Source: an optimization exercise on an open RTL-to-GDS flow (aim: small area). Production flows keep margins and buffers that such runs may drop. At most, simulation tests tie the RTL to the original design; equivalence was not proved. Power figures rest on the tool's default switching activity, not on a simulated workload.

Setup of run 1:
==> flow/design.v (excerpt) <==
module motion_tracker_top (
    input  wire logic        clk_65mhz,
    input  wire logic        reset_8frame_delta_values,
    input  wire logic [29:0] pixel,
    input  wire logic        frame_end,
    output logic             gesture_valid,
    output logic [1:0]       p1_gesture,
    output logic [1:0]       p2_gesture,
    output logic [27:0]      p1_motion,
    output logic [27:0]      p2_motion
);
Size: about 1700 cells after synthesis, about 380 flip-flops, roughly 94 I/O pins.
==> flow/config.mk <==
export PLATFORM = sky130hd
export DESIGN_NAME = motion_tracker_top
export DESIGN_NICKNAME = motion_tracker_top
export VERILOG_FILES = /design/flow/design.v
export SDC_FILE = /design/flow/constraint.sdc
export NUM_CORES = 4
export LEC_CHECK = 0
export ABC_AREA = 1
export CAP_MARGIN = 20
export CORE_MARGIN = 2
export CORE_UTILIZATION = 40
export SLEW_MARGIN = 20
==> flow/constraint.sdc <==
create_clock -name core_clock -period 7.0 [get_ports {clk_65mhz}]
set_input_delay 1.4000 -clock core_clock [delete_from_list [all_inputs] [get_ports {clk_65mhz}]]
set_output_delay 1.4000 -clock core_clock [all_outputs]
set_load 0.01 [all_outputs]
standard.sh (not shown) runs the stock make flow with config.mk's settings and CLKGATE_MAP_FILE= SYNTH_SCRIPT=/design/flow/synth_recipe.tcl, a recipe that flattens the netlist after the stock synthesis.
==> flow/flow/run.sh <==
#!/bin/bash
set -e
export CTS_ARGS="-sink_clustering_enable -repair_clock_nets -sink_clustering_size 18 -sink_clustering_max_diameter 70 -dont_use_dummy_load -buf_list {sky130_fd_sc_hd__clkbuf_8}"
export BUFFER_PORTS_ARGS="-buffer_cell sky130_fd_sc_hd__buf_1"
export SKIP_REPAIR_TIE_FANOUT=1
bash standard.sh > standard.log 2>&1
#### Input delta (run 2 over run 1)
- an added GPL_TIMING_DRIVEN of 0
[summary]
- Run 2 completed every stage of the flow, and the final layout passed the timing, design-rule and antenna checks.
- Sort run 1 and run 2 by post-route minimum period asc -> top: run 1
- Compared with run 1, in run 2 combinational power share moved up, worst setup slack moved down, switching fraction of total power moved up, critical-path maximum fanout moved down.
- Of run 1 and run 2, run 1 shows the lower initial antenna violation count, with run 2 above it.
- Measured against run 1, the peak supply drop of run 2 comes out at 0.863 times the reference value.
Inputs modified between run 2 and run 3:
- GPL_TIMING_DRIVEN removed (was 0)
- CORE_UTILIZATION changed from 40 to 75
==> notes.md <==
- In summary, run 3 completed successfully, with a layout that passed the timing, design-rule and antenna checks.
- Compared with run 2, run 3 shows core utilization higher by 34 points.
- For the slew at the pin closest to its max-slew limit, run 3 came in 0.32 ns higher than run 2 did.
- Diff run 2 -> run 3 | ratio of final minimum period to clock period | decrease of 5.4 points
- In run 3 relative to run 2, clock buffer count from CTS had gone down by more than 10%.
What run 4 does differently from run 3 at the input level:
- swapping 75 for 60 in CORE_UTILIZATION
## What came out
Between run 4 and run 3, the footprint of the multi-input gates figures differ only marginally. Between run 4 and run 3, the total combinational power does not differ in any meaningful way. NOTE highest ir drop seen on vdd run 3->run 4 decreased by more than 10%. Relative to run 3, the met1 wire length of run 4 is higher by about 8%. Summary of the comparison: first-pass iteration count of the detailed router is lower in run 4, relative to run 3. Run 4 has less setup slack than run 3. Critical path depth ends up higher on run 4. Row first-pass GRT wire length: run 4 higher / run 3 lower.
The inputs of run 5 differ from those of run 4 as listed below.
- CORE_UTILIZATION changed from 60 to 40
==> flow/flow/run.sh <==
#!/bin/bash
set -e
export CTS_ARGS="-sink_clustering_enable -repair_clock_nets -sink_clustering_size 22 -sink_clustering_max_diameter 65 -dont_use_dummy_load -buf_list {sky130_fd_sc_hd__clkbuf_8}"
export BUFFER_PORTS_ARGS="-buffer_cell sky130_fd_sc_hd__buf_1"
export SKIP_REPAIR_TIE_FANOUT=1
bash standard.sh > standard.log 2>&1
--- outcome ---
- In summary, run 5 completed successfully, with a layout that passed the timing, design-rule and antenna checks.
- rem[2] as the capturing instance or port of the critical path was reported by run 4, and rem[11] by run 5.
- Higher sequential share of layout area goes to run 4 over run 5.
- Looking at transition time of the tightest slew-check pin, run 5 sits below run 4.
- Cell count ended up about 9% higher on run 5 than on run 4.
- [compare] base=run 4 new=run 5: share of final layout cell area taken by non-clock buffers roughly the same; final period demand of the worst path lower; core utilization lower.

---

Another version of the RTL of motion_tracker_top (not shown whole).
Size in the first run: about 1,400 cells after synthesis, about 380 flip-flops, roughly 94 I/O pins, about 0.016 sq mm of cells after synthesis.
==> flow/config.mk <==
export PLATFORM = sky130hd
export DESIGN_NAME = motion_tracker_top
export DESIGN_NICKNAME = motion_tracker_top
export VERILOG_FILES = /design/flow/design.v
export SDC_FILE = /design/flow/constraint.sdc
export NUM_CORES = 4
export LEC_CHECK = 0
export CAP_MARGIN = 20
export CORE_MARGIN = 2
export CORE_UTILIZATION = 40
export SLEW_MARGIN = 20
==> flow/constraint.sdc <==
create_clock -name core_clock -period 7.0 [get_ports {clk_65mhz}]
set_input_delay 1.4000 -clock core_clock [delete_from_list [all_inputs] [get_ports {clk_65mhz}]]
set_output_delay 1.4000 -clock core_clock [all_outputs]
set_load 0.01 [all_outputs]
==> flow/flow/run.sh <==
#!/bin/bash
set -e
export CTS_ARGS="-sink_clustering_enable -repair_clock_nets -sink_clustering_size 20 -sink_clustering_max_diameter 60 -dont_use_dummy_load -buf_list {sky130_fd_sc_hd__clkbuf_8}"
export BUFFER_PORTS_ARGS="-buffer_cell sky130_fd_sc_hd__buf_1"
export SKIP_REPAIR_TIE_FANOUT=1
bash standard.sh > standard.log 2>&1
==> next run, changes <==
- ABC_AREA: unset -> 1
What happened:
- The changed run produced a clean layout
- clock-buffer cell count is lower by 1
- routed wire length is lower by 3.8%
- sequential cell count does not change
- global-route usage stays flat
- combinational power is lower by 21%
- maximum frequency is higher by 3.4%
- sequential share of layout area is higher by 0.66 points
- clock skew is lower by 0.025 ns
- total power is lower by 1.4%
- worst setup slack gets better by 0.22 ns
==> next run, changes <==
- ABC_AREA: 1 -> unset
Effect:
- design area rises by 1.4%
- clock power is about the same
- count of clock-buffer cells in the layout climbs by 1
- wire length climbs by 3.9%
- sequential power hardly moves
- total power is higher by 1.4%
- hold slack is worse by 0.019 ns
- maximum frequency is lower by 3.3%
- sequential cell count is unchanged
- via count went down by 7.8%
==> next run, changes <==
--- a/flow/flow/run.sh
+++ b/flow/flow/run.sh
@@ -5 +4,0 @@
-export SKIP_REPAIR_TIE_FANOUT=1
Effect: Global-route usage rises by 0.25 points; wire length rose by 0.40%; setup slack gains 0.11 ns; via count grows by 0.72%; total power is higher by 0.59%; sequential share of layout area falls by 0.16 points; first-iteration DRC count shrinks by 14%; fmax rises by 1.7%; clock power barely changes.

---

Another version of the RTL of motion_tracker_top (not shown whole).
For scale: about 1,300 cells after synthesis, ~420 flip-flops, roughly 94 I/O pins.
export LEC_CHECK = 0
export CAP_MARGIN = 20
export CORE_MARGIN = 2
export CORE_UTILIZATION = 40
export SLEW_MARGIN = 20
create_clock -name core_clock -period 7.0 [get_ports {clk_65mhz}]
==> flow/flow/run.sh <==
#!/bin/bash
set -e
export CTS_ARGS="-sink_clustering_enable -repair_clock_nets -sink_clustering_size 10 -sink_clustering_max_diameter 40 -dont_use_dummy_load -buf_list {sky130_fd_sc_hd__clkbuf_4}"
export BUFFER_PORTS_ARGS="-buffer_cell sky130_fd_sc_hd__buf_1"
bash standard.sh > standard.log 2>&1
The first run completed with no timing, DRC or antenna violations.
Next try:
==> flow/flow/run.sh (replaced) <==
#!/bin/bash
set -e
export CTS_ARGS="-sink_clustering_enable -repair_clock_nets -sink_clustering_size 20 -sink_clustering_max_diameter 60 -dont_use_dummy_load -buf_list {sky130_fd_sc_hd__clkbuf_8}"
export BUFFER_PORTS_ARGS="-buffer_cell sky130_fd_sc_hd__buf_1"
bash standard.sh > standard.log 2>&1
After rerunning:
- register-to-register slack is about the same
- maximum frequency barely changes
- total power fell by about 2.2%
- sequential power is about the same
No functional check of the RTL was part of any run of this note.

---

v36:
Another version of the RTL of motion_tracker_top (not shown whole).
Size: ~410 flip-flops, ~17000 µm² of cells after synthesis.
==> flow/config.mk <==
export PLATFORM = sky130hd
export DESIGN_NAME = motion_tracker_top
export DESIGN_NICKNAME = motion_tracker_top
export VERILOG_FILES = /design/flow/design.v
export SDC_FILE = /design/flow/constraint.sdc
export NUM_CORES = 4
export LEC_CHECK = 0
export CAP_MARGIN = 20
export CORE_MARGIN = 2
export CORE_UTILIZATION = 40
export CTS_BUF_LIST = sky130_fd_sc_hd__clkbuf_4
export SLEW_MARGIN = 20
==> flow/constraint.sdc <==
create_clock -name core_clock -period 7.0 [get_ports {clk_65mhz}]
set_input_delay 1.4000 -clock core_clock [delete_from_list [all_inputs] [get_ports {clk_65mhz}]]
set_output_delay 1.4000 -clock core_clock [all_outputs]
set_load 0.01 [all_outputs]
run.sh (not shown) runs the stock make flow with config.mk's settings and CLKGATE_MAP_FILE= SYNTH_SCRIPT=/design/flow/synth_recipe.tcl, a recipe that flattens the netlist after the stock synthesis.
Stock flow here: none of the scripts above is used.
Complete run, failing final checks: v36, reason negative setup slack.
--- input diff v36..v20 ---
diff --git a/flow/config.mk b/flow/config.mk
--- a/flow/config.mk
+++ b/flow/config.mk
@@ -9,4 +9,5 @@
 export CORE_MARGIN = 2
 export CORE_UTILIZATION = 40
-export CTS_BUF_LIST = sky130_fd_sc_hd__clkbuf_4
+export CTS_BUF_LIST = sky130_fd_sc_hd__clkbuf_2 sky130_fd_sc_hd__clkbuf_4 sky130_fd_sc_hd__clkbuf_8
+export CTS_CLUSTER_SIZE = 30
 export SLEW_MARGIN = 20
==> notes.md <==
Final checks on v20, whose flow otherwise completed, came back failing, citing negative setup slack.
Worst hold slack, v36 and v20: larger value in v20
Looking at v36 and v20, the share of the core filled with cells is a wash.
The run showing the greater met1 demand-to-capacity share in global routing is v20.
Changes observed in v20 relative to v36: buffers inserted during post-CTS setup optimization shrank by 1, layout-stage area growth over the synthesis result essentially unchanged, clock skew dropped 0.041 ns, routed wire length closely matched the old numbers.
No functional check of the RTL was part of any run of this note.

[re-timing with driven ports]
In the flow no input, the clock included, has a driving cell. The finished layouts below were timed again as built, in two steps.
Step 1 sets driving cells, clkbuf_16 on the clock port and buf_2 on the other inputs (assumed; they add their load-dependent delay and slew).
Step 2, shift: input delay + t, output delay - t, t = (earliest + latest rising clock arrival at the registers) / 2. This alone moves slack from input paths to output paths.
a / b / c = ideal / step 1 / step 2; a / b = the first two.
run | shift t [ns] | setup WS [ns] | worst hold slack (ns) | worst data-port slew with drivers (ns) | cell pins on the clock port's net
run 1 | 0.623 | 0.746 / 0.746 / 0.746 | 0.377 / 0.377 / 0.377 | 0.04 | 1
run 2 | 0.627 | 0.409 / 0.409 / 0.409 | 0.418 / 0.418 / 0.418 | 0.04 | 1
run 3 | 0.609 | 0.785 / 0.785 / 0.785 | 0.420 / 0.420 / 0.420 | 0.05 | 1
run 4 | 0.599 | 0.635 / 0.635 / 0.635 | 0.398 / 0.398 / 0.398 | 0.06 | 1
run 5 | 0.629 | 0.748 / 0.748 / 0.748 | 0.377 / 0.377 / 0.377 | 0.04 | 1
the first run of note 2 | 0.643 | 0.403 / 0.403 / 0.403 | 0.392 / 0.392 / 0.392 | 0.07 | 1
the second run of note 2 | 0.615 | 0.619 / 0.619 / 0.619 | 0.410 / 0.410 / 0.410 | 0.03 | 1
the third run of note 2 | 0.643 | 0.403 / 0.403 / 0.403 | 0.392 / 0.392 / 0.392 | 0.07 | 1
the fourth run of note 2 | 0.644 | 0.513 / 0.513 / 0.513 | 0.389 / 0.389 / 0.389 | 0.08 | 1
the first run of note 3 | 0.732 | 0.430 / 0.430 / 0.430 | 0.347 / 0.347 / 0.347 | 0.05 | 1
the second run of note 3 | 0.643 | 0.417 / 0.417 / 0.417 | 0.373 / 0.373 / 0.373 | 0.05 | 1
v36 | 0.804 | -0.416 / -0.416 / -0.686 | 0.367 / 0.367 / 0.367 | 0.06 | 1
v20 | 0.629 | -0.412 / -0.412 / -0.612 | 0.385 / 0.385 / 0.385 | 0.06 | 1
The setup slack of v36, which loses most, moves by 0.000 ns with the drivers and by -0.270 ns with both steps.
